This design comes from an exercise in tuning for small area and few clock cycles per item on the open sky130 flow, not from production work. At most, simulation tests tie the RTL to the original design; equivalence was not proved. Power figures rest on the tool's default switching activity, not on a simulated workload.

==> flow/design.v (excerpt) <==
module fft_bram_pingpong_ctrl #(
    parameter int NUM_CH      = fft_bram_pkg::DEF_NUM_CH,
    parameter int SAMPLE_W    = fft_bram_pkg::DEF_SAMPLE_W,
    parameter int OUT_W       = fft_bram_pkg::DEF_OUT_W,
    parameter int FRAME_BEATS = fft_bram_pkg::DEF_FRAME_BEATS
) (
    input  logic                         clk,
    input  logic                         rst,
    input  logic [NUM_CH*2*SAMPLE_W-1:0] s_axis_tdata,
    input  logic                         s_axis_tvalid,
    input  logic                         s_axis_tlast,
    output logic                         s_axis_tready,
    input  logic                         bank_release,
    output logic [31:0]                  bram_addr,
    output logic [OUT_W-1:0]             bram_din_re,
    output logic [OUT_W-1:0]             bram_din_im,
    output logic [3:0]                   bram_we,
    output logic                         bram_en,
    output logic                         bram_rst,
    output logic                         bank_sel,
    output logic                         frame_done,
    output logic                         err_tlast
);
Size in the first run: ~980 cells after synthesis, ~400 flip-flops, about 0.012 mm² of cells after synthesis.
clock: 5.0 ns
lec_check: 0
cap_margin: 20
core_margin: 2
core_utilization: 40
slew_margin: 20
standard.sh (not shown) runs the stock make flow with config.mk's settings and CLKGATE_MAP_FILE= SYNTH_SCRIPT=/design/flow/synth_recipe.tcl, a recipe that flattens the netlist after the stock synthesis.
==> flow/flow/run.sh <==
#!/bin/bash
# Standard layout, with the smallest buffer on every input and output port.
set -euo pipefail
bash standard.sh "BUFFER_PORTS_ARGS=-buffer_cell sky130_fd_sc_hd__buf_1" finish > standard.log 2>&1
Testbench counts at the start, summed over its fixed seeds: cycles 34,029, beats 4,096.
Next try:
CTS_BUF_LIST = sky130_fd_sc_hd__clkbuf_8   (was not set)
CTS_CLUSTER_DIAMETER = 60   (was not set)
CTS_CLUSTER_SIZE = 20   (was not set)
After rerunning: Clock skew went up by 0.024 ns; core utilization went down by 2.6 points; non-clock buffer count is unchanged; setup slack is worse by 0.11 ns; critical path depth is unchanged; hold slack is worse by 0.0063 ns; count of clock-buffer cells in the layout went down by 25; routed wire length went down by 1.5%; flip-flop and latch count is unchanged.
Next try:
==> flow/run.sh (new file) <==
#!/bin/bash
# synth_recipe.tcl (not shown) runs the flow's synth.tcl, then flattens the netlist and writes it again
# the make line also repeats each setting of config.mk as NAME=value (left out here)
make -C /OpenROAD-flow-scripts/flow DESIGN_CONFIG=/design/flow/config.mk WORK_HOME=/design/flow/orfs CLKGATE_MAP_FILE= SYNTH_SCRIPT=/design/flow/synth_recipe.tcl finish
CTS_BUF_LIST = not set   (was sky130_fd_sc_hd__clkbuf_8)
CTS_CLUSTER_DIAMETER = not set   (was 60)
CTS_CLUSTER_SIZE = not set   (was 20)
removed: flow/flow/run.sh
removed: flow/standard.sh
- first-iteration DRC count came out lower by 18%
- flip-flop and latch count is unchanged
- critical path depth does not change
- die area does not change
Next try:
==> flow/flow/run.sh (new file) <==
#!/bin/bash
# Standard layout, with the smallest buffer on every input and output port.
set -euo pipefail
bash standard.sh "BUFFER_PORTS_ARGS=-buffer_cell sky130_fd_sc_hd__buf_1" finish > standard.log 2>&1
==> flow/standard.sh (new file) <==
#!/bin/bash
# synth_recipe.tcl (not shown) runs the flow's synth.tcl, then flattens the netlist and writes it again
# the make line also repeats each setting of config.mk as NAME=value (left out here)
make -C /OpenROAD-flow-scripts/flow DESIGN_CONFIG=/design/flow/config.mk WORK_HOME=/design/flow/orfs CLKGATE_MAP_FILE= SYNTH_SCRIPT=/design/flow/synth_recipe.tcl "${@:-finish}"
CORE_UTILIZATION = 70   (was 40)
CTS_BUF_LIST = sky130_fd_sc_hd__clkbuf_8   (was not set)
CTS_CLUSTER_DIAMETER = 50   (was not set)
CTS_CLUSTER_SIZE = 25   (was not set)
PLACE_DENSITY = 0.8   (was not set)
removed: flow/run.sh
After rerunning: This time the run failed in 3_2_place_iop; synthesized area does not change; synthesized cell count is unchanged.
Next try:
CORE_UTILIZATION = 40   (was 70)
CTS_CLUSTER_DIAMETER = 40   (was 50)
CTS_CLUSTER_SIZE = 30   (was 25)
PLACE_DENSITY = 0.75   (was 0.8)
Now the flow finished with timing, DRC and antenna clean; area after synthesis does not change; synthesized cell count is unchanged.

========
The RTL this note starts from:
==> flow/design.v <==
package fft_bram_pkg;
    typedef enum logic [1:0] {
        IDLE      = 2'd0,
        WRITE     = 2'd1,
        WAIT_BANK = 2'd2
    } state_t;
    localparam int DEF_NUM_CH      = 8;
    localparam int DEF_SAMPLE_W    = 24;
    localparam int DEF_OUT_W       = 32;
    localparam int DEF_FRAME_BEATS = 64;
    function automatic int clog2(input int v);
        int r;
        r = 1;
        for (int i = 1; i < 31; i++) begin
            if ((32'sd1 << i) < v) r = i + 1;
        end
        clog2 = r;
    endfunction
    function automatic logic [63:0] sign_ext(input logic [63:0] sample, input int sw, input int ow);
        logic [63:0] shl;
        logic [63:0] ext;
        shl = sample << (64 - sw);
        ext = $signed(shl) >>> (64 - sw);
        sign_ext = ext & ((64'd1 << ow) - 64'd1);
    endfunction
endpackage
module fft_beat_skid #(
    parameter int NUM_CH  = 8,
    parameter int SLICE_W = 48
) (
    input  logic                      clk,
    input  logic [NUM_CH*SLICE_W-1:0] din,
    input  logic                      push,
    output logic [SLICE_W-1:0]        head
);
    logic [SLICE_W-1:0] sh [NUM_CH];
    always_ff @(posedge clk) begin
        sh[NUM_CH-1] <= ~(din[(NUM_CH-1)*SLICE_W +: SLICE_W] & {SLICE_W{push}});
        for (int k = 0; k < NUM_CH - 1; k++) begin
            if ((NUM_CH - 1 - k) % 2 == 0)
                sh[k] <= ~((din[k*SLICE_W +: SLICE_W] & {SLICE_W{push}}) | sh[k+1]);
            else
                sh[k] <= ~((din[k*SLICE_W +: SLICE_W] | {SLICE_W{!push}}) & sh[k+1]);
        end
    end
    assign head = sh[0];
endmodule
module fft_bram_pingpong_ctrl #(
    parameter int NUM_CH      = fft_bram_pkg::DEF_NUM_CH,
    parameter int SAMPLE_W    = fft_bram_pkg::DEF_SAMPLE_W,
    parameter int OUT_W       = fft_bram_pkg::DEF_OUT_W,
    parameter int FRAME_BEATS = fft_bram_pkg::DEF_FRAME_BEATS
) (
    input  logic                         clk,
    input  logic                         rst,
    input  logic [NUM_CH*2*SAMPLE_W-1:0] s_axis_tdata,
    input  logic                         s_axis_tvalid,
    input  logic                         s_axis_tlast,
    output logic                         s_axis_tready,
    input  logic                         bank_release,
    output logic [31:0]                  bram_addr,
    output logic [OUT_W-1:0]             bram_din_re,
    output logic [OUT_W-1:0]             bram_din_im,
    output logic [3:0]                   bram_we,
    output logic                         bram_en,
    output logic                         bram_rst,
    output logic                         bank_sel,
    output logic                         frame_done,
    output logic                         err_tlast
);
    localparam int SLICE_W = 2 * SAMPLE_W;
    localparam int WORDS   = FRAME_BEATS * NUM_CH;
    localparam int SLC_W   = fft_bram_pkg::clog2(NUM_CH);
    localparam int WIDX_W  = fft_bram_pkg::clog2(WORDS);
    localparam int BIDX_W  = WIDX_W - SLC_W;
    logic [WIDX_W:0]     wcnt;
    logic                writing;
    logic [1:0]          owed;        
    logic                last_slice, last_word, new_frame, rel, bank_ok, accept, beat_last;
    logic [BIDX_W-1:0]   bidx;
    logic [SLICE_W-1:0]  cur, head;
    logic [SLC_W-1:0]    flush;       
    logic                flushed;
    fft_beat_skid #(.NUM_CH(NUM_CH), .SLICE_W(SLICE_W)) u_skid (
        .clk  (clk),
        .din  (s_axis_tdata),
        .push (accept),
        .head (head)
    );
    assign bidx       = wcnt[WIDX_W-1:SLC_W];
    assign last_slice = writing && (wcnt[SLC_W-1:0] == SLC_W'(NUM_CH - 1));
    assign last_word  = last_slice && (bidx == BIDX_W'(FRAME_BEATS - 1));
    assign new_frame  = writing ? (bidx == BIDX_W'(FRAME_BEATS - 1)) : (bidx == '0);
    assign rel        = bank_release && (owed != 2'd0);
    assign bank_ok    = !new_frame ||
                        (last_word ? (owed == 2'd0 || (owed == 2'd1 && rel))
                                   : (owed != 2'd2 || rel));
    assign flushed    = (flush == SLC_W'(NUM_CH - 1));
    assign s_axis_tready = !rst && flushed && (!writing || last_slice) && bank_ok;
    assign accept     = s_axis_tvalid && s_axis_tready;
    assign beat_last  = writing ? (bidx == BIDX_W'(FRAME_BEATS - 2)) : (bidx == BIDX_W'(FRAME_BEATS - 1));
    always_ff @(posedge clk or posedge rst) begin
        if (rst) begin
            wcnt       <= '0;
            flush      <= '0;
            writing    <= 1'b0;
            owed       <= 2'd0;
            frame_done <= 1'b0;
            err_tlast  <= 1'b0;
        end else begin
            if (writing) wcnt <= wcnt + 1'b1;
            if (!flushed) flush <= flush + 1'b1;
            writing    <= accept || (writing && !last_slice);
            owed       <= owed + {1'b0, last_word} - {1'b0, rel};
            frame_done <= last_word;
            err_tlast  <= accept && (s_axis_tlast != beat_last);
        end
    end
    assign bram_en     = writing;
    assign bram_we     = {4{writing}};
    assign bram_addr   = 32'({wcnt, 2'b00});
    assign bank_sel    = wcnt[WIDX_W];
    assign cur         = wcnt[0] ? head : ~head;
    assign bram_din_re = OUT_W'($signed(cur[SAMPLE_W-1:0]));
    assign bram_din_im = OUT_W'($signed(cur[SLICE_W-1:SAMPLE_W]));
    assign bram_rst    = rst;
endmodule
export LEC_CHECK = 0
export CAP_MARGIN = 20
export CORE_MARGIN = 2
export CORE_UTILIZATION = 40
export CTS_BUF_LIST = sky130_fd_sc_hd__clkbuf_8
export CTS_CLUSTER_DIAMETER = 60
export CTS_CLUSTER_SIZE = 30
export SLEW_MARGIN = 20
create_clock -name core_clock -period 5.0 [get_ports {clk}]
==> flow/flow/run.sh <==
#!/bin/bash
# Standard layout, with the smallest buffer on every input and output port.
set -euo pipefail
bash standard.sh "BUFFER_PORTS_ARGS=-buffer_cell sky130_fd_sc_hd__buf_1" finish > standard.log 2>&1
Testbench counts at the start, summed over its fixed seeds: cycles 34,029, beats 4,096.
Then changed:
CTS_BUF_LIST = sky130_fd_sc_hd__clkbuf_16   (was sky130_fd_sc_hd__clkbuf_8)
CTS_CLUSTER_DIAMETER = 40   (was 60)
CTS_CLUSTER_SIZE = 25   (was 30)
After rerunning:
- worst setup slack gains 0.070 ns
- design area rises by 7.0%
- flip-flop and latch count is unchanged
- power goes up by about 20%
- routed wire length increases by about 2%
- worst hold slack improves by 0.0063 ns
- count of clock-buffer cells in the layout goes up by 16

========
// fft_bram_pingpong_ctrl: RTL as listed in full above, without the edits since
clock: 5.0 ns
lec_check: 0
cap_margin: 20
core_margin: 2
core_utilization: 70
cts_buf_list: sky130_fd_sc_hd__clkbuf_16
cts_cluster_diameter: 50
cts_cluster_size: 30
place_density: 0.8
slew_margin: 20
Scripts as last shown in full above: flow/flow/run.sh
The first run died in I/O pin placement (3_2_place_iop).
Testbench counts at the start, summed over its fixed seeds: cycles 34,029, beats 4,096.
Then changed:
- CORE_UTILIZATION: 70 -> 40
- CTS_BUF_LIST: sky130_fd_sc_hd__clkbuf_16 -> sky130_fd_sc_hd__clkbuf_2 sky130_fd_sc_hd__clkbuf_4
- CTS_CLUSTER_DIAMETER: 50 -> default
- CTS_CLUSTER_SIZE: 30 -> default
- PLACE_DENSITY: 0.8 -> default
This time the run went through all stages and came out clean.
Synthesized area is unchanged.
Synthesized cell count is unchanged.
Then changed:
- CTS_BUF_LIST: sky130_fd_sc_hd__clkbuf_2 sky130_fd_sc_hd__clkbuf_4 -> sky130_fd_sc_hd__clkbuf_4
- CTS_CLUSTER_SIZE: default -> 20
Result:
- The changed run completed with no timing, DRC or antenna violations
- hold slack stays flat
- cell count stays the same
- total power stays flat
- area after synthesis does not change
- die area is unchanged
- design area does not change
- sequential cell count stays the same
- routed wire length is about the same

========
## quartz
Another version of the RTL of fft_bram_pingpong_ctrl (not shown whole).
Size: ~980 cells after synthesis, roughly 400 flip-flops.
==> flow/config.mk <==
export PLATFORM = sky130hd
export DESIGN_NAME = fft_bram_pingpong_ctrl
export DESIGN_NICKNAME = fft_bram_pingpong_ctrl
export VERILOG_FILES = /design/flow/design.v
export SDC_FILE = /design/flow/constraint.sdc
export NUM_CORES = 4
export LEC_CHECK = 0
export CAP_MARGIN = 20
export CORE_MARGIN = 2
export CORE_UTILIZATION = 40
export SLEW_MARGIN = 20
==> flow/constraint.sdc <==
create_clock -name core_clock -period 5.0 [get_ports {clk}]
set_input_delay 1.0000 -clock core_clock [delete_from_list [all_inputs] [get_ports {clk}]]
set_output_delay 1.0000 -clock core_clock [all_outputs]
set_load 0.01 [all_outputs]
==> flow/flow/run.sh <==
#!/bin/bash
# Standard layout with three changes: every logic cell from synthesis is swapped for the
# smallest cell of its function before placement (repair sizes up what timing needs),
# every input and output port gets the smallest buffer, and clock tree synthesis uses
# clkbuf_8 leaves over larger sink clusters, without dummy loads.
set -euo pipefail
RES=orfs/results/$FLOW_PLATFORM/fft_bram_pingpong_ctrl/base
CTS_SIZE=${CTS_SIZE:-20}
bash standard.sh floorplan > standard_floorplan.log 2>&1
IN_ODB=$RES/2_floorplan.odb IN_SDC=$RES/2_floorplan.sdc \
  LIB_FILES=$FLOW_HOME/platforms/$FLOW_PLATFORM/lib/sky130_fd_sc_hd__tt_025C_1v80.lib \
  PLATFORM_DIR=$FLOW_HOME/platforms/$FLOW_PLATFORM \
  openroad -no_init -exit flow/downsize.tcl > downsize.log 2>&1
bash standard.sh "BUFFER_PORTS_ARGS=-buffer_cell sky130_fd_sc_hd__buf_1" \
  "CTS_ARGS=-sink_clustering_enable -repair_clock_nets -buf_list sky130_fd_sc_hd__clkbuf_16 -sink_clustering_size $CTS_SIZE -sink_clustering_max_diameter 60 -dont_use_dummy_load" \
  finish > standard.log 2>&1
==> flow/flow/downsize.tcl <==
# Swap every logic cell of the synthesized netlist for the smallest cell of the same
# function (same name but drive strength); placement and CTS repair fix any timing.
foreach lib $::env(LIB_FILES) { read_liberty $lib }
read_db $::env(IN_ODB)
read_sdc $::env(IN_SDC)
source $::env(PLATFORM_DIR)/setRC.tcl
set n 0
foreach inst [get_cells *] {
  set m [get_property $inst ref_name]
  if {![regexp {^(sky130_fd_sc_hd__[a-z0-9]+)_([0-9]+)$} $m -> base drv]} { continue }
  if {[regexp {tapvpwrvgnd|conb|fill|decap|diode} $base]} { continue }
  set best ""
  set best_area 1e9
  foreach lc [get_lib_cells ${base}_*] {
    set ln [get_name $lc]
    if {![regexp "^${base}_(\[0-9\]+)\$" $ln -> d]} { continue }
    set a [get_property $lc area]
    if {$a < $best_area} { set best $ln; set best_area $a }
  }
  if {$best ne "" && $best ne $m} {
    replace_cell $inst $best
    incr n
  }
}
puts "downsize: swapped $n cells"
write_db $::env(IN_ODB)
Here is what was changed in the inputs of amber compared with quartz.
-- flow/flow/run.sh --
<<< quartz, line 14
bash standard.sh "BUFFER_PORTS_ARGS=-buffer_cell sky130_fd_sc_hd__buf_1" \
  "CTS_ARGS=-sink_clustering_enable -repair_clock_nets -buf_list sky130_fd_sc_hd__clkbuf_16 -sink_clustering_size $CTS_SIZE -sink_clustering_max_diameter 60 -dont_use_dummy_load" \
  finish > standard.log 2>&1
>>> amber, line 14
bash standard.sh "BUFFER_PORTS_ARGS=-buffer_cell sky130_fd_sc_hd__buf_1" \
  "CTS_ARGS=-sink_clustering_enable -repair_clock_nets -buf_list sky130_fd_sc_hd__clkbuf_8 -sink_clustering_size $CTS_SIZE -sink_clustering_max_diameter 60 -dont_use_dummy_load" \
  finish > standard.log 2>&1
Notes after the runs:
- amber leaves less setup margin than quartz.
- On final hold slack: between amber and quartz, it ends up lower for amber.
- Higher layout filler cell count among amber and quartz: amber
- After detailed routing, quartz needs more wire than amber.
- [amber] total power fell about 6% relative to quartz
- Compared amber against quartz; global-route usage within noise.
- amber vs. quartz: final core area utilization decreased by 1.0 points relative to the old numbers, layout-stage area growth over the synthesis result lost 2.6 points.
--- input diff amber..tundra ---
-- flow/flow/run.sh --
<<< amber, line 7
RES=orfs/results/$FLOW_PLATFORM/fft_bram_pingpong_ctrl/base
CTS_SIZE=${CTS_SIZE:-20}
bash standard.sh floorplan > standard_floorplan.log 2>&1
>>> tundra, line 7
RES=orfs/results/$FLOW_PLATFORM/fft_bram_pingpong_ctrl/base
CTS_SIZE=${CTS_SIZE:-15}
bash standard.sh floorplan > standard_floorplan.log 2>&1
Results
- In the tables for tundra and amber, routed wire length reads lower with amber.
- Going from amber to tundra, total power grows by 160 µW.
- Diff amber -> tundra: post-layout instance area increased by about 0.7% relative to the old numbers; global-route usage increased by 0.22 points relative to the old numbers; final critical-path required period decreased by 0.070 ns relative to the old numbers.
- tundra vs. amber: combinational share of power went down by 0.4 points.
- tundra: wire length on met2 higher than amber
- Re worst setup slack: tundra is 0.070 ns up on amber.
The following lists how raven was set up differently from tundra:
==> flow/flow/run.sh <==
#!/bin/bash
# Standard layout with two changes: every logic cell from synthesis is swapped for the
# smallest cell of its function before placement (repair sizes up what timing needs),
# and every input and output port gets the smallest buffer.
set -euo pipefail
RES=orfs/results/$FLOW_PLATFORM/fft_bram_pingpong_ctrl/base
bash standard.sh floorplan > standard_floorplan.log 2>&1
IN_ODB=$RES/2_floorplan.odb IN_SDC=$RES/2_floorplan.sdc \
  LIB_FILES=$FLOW_HOME/platforms/$FLOW_PLATFORM/lib/sky130_fd_sc_hd__tt_025C_1v80.lib \
  PLATFORM_DIR=$FLOW_HOME/platforms/$FLOW_PLATFORM \
  openroad -no_init -exit flow/downsize.tcl > downsize.log 2>&1
bash standard.sh "BUFFER_PORTS_ARGS=-buffer_cell sky130_fd_sc_hd__buf_1" finish > standard.log 2>&1
Findings:
Going from tundra to raven, total routing usage reported by global routing has increased, final standard cell area without fillers +6.7%, power higher. Taking tundra as the reference, in raven internal portion of total power up 21%, sequential share of layout area down 3.7 points, time the final worst path needs with I/O delays and setup up 0.0039 ns. raven -> tundra: sum of negative setup slack delta 0, exact match. Of tundra and raven, the lower register-to-register slack belongs to raven. Compared with tundra, raven shows power dissipated by switching net loads that has gone up by a little under 10%. Clock buffer count (raven vs. tundra) increases by more than half.
Function was not checked in any run of this note: the RTL went through the layout flow alone.

afterwards: timing with drivers on the ports:
How much do the figures lean on ideal ports? The routed layouts below were timed once more, with nothing changed but the port constraints.
Step 1: set_driving_cell puts a clkbuf_16 on clk and a buf_2 on each other input, an assumption about the parent block.
Step 2 also shifts input and output timing later by t, the mid clock arrival at the registers, as if the neighbouring blocks saw the same clock.
Slacks: no drivers / after step 1 / after step 2; pairs: no drivers / after step 1.
run | t, ns | setup slack, ns | worst setup path at the end
the first run of note 1 | 0.553 | 1.602 / 1.554 / 1.751 | input to output
the second run of note 1 | 0.625 | 1.494 / 1.450 / 1.738 | input to output
the third run of note 1 | 0.563 | 1.278 / 1.229 / 1.307 | input to output
the fifth run of note 1 | 0.591 | 1.478 / 1.434 / 1.719 | input to register
the first run of note 2 | 0.617 | 1.511 / 1.466 / 1.765 | input to output
the second run of note 2 | 0.565 | 1.581 / 1.533 / 1.754 | input to output
the second run of note 3 | 0.706 | 1.423 / 1.379 / 1.733 | input to output
the third run of note 3 | 0.707 | 1.427 / 1.384 / 1.733 | input to output
quartz | 0.573 | 1.318 / 1.270 / 1.843 | register to output
amber | 0.607 | 1.285 / 1.243 / 1.849 | register to output
tundra | 0.543 | 1.355 / 1.312 / 1.856 | register to output
raven | 0.560 | 1.351 / 1.304 / 1.864 | register to output
After both steps every run listed still meets setup and hold.
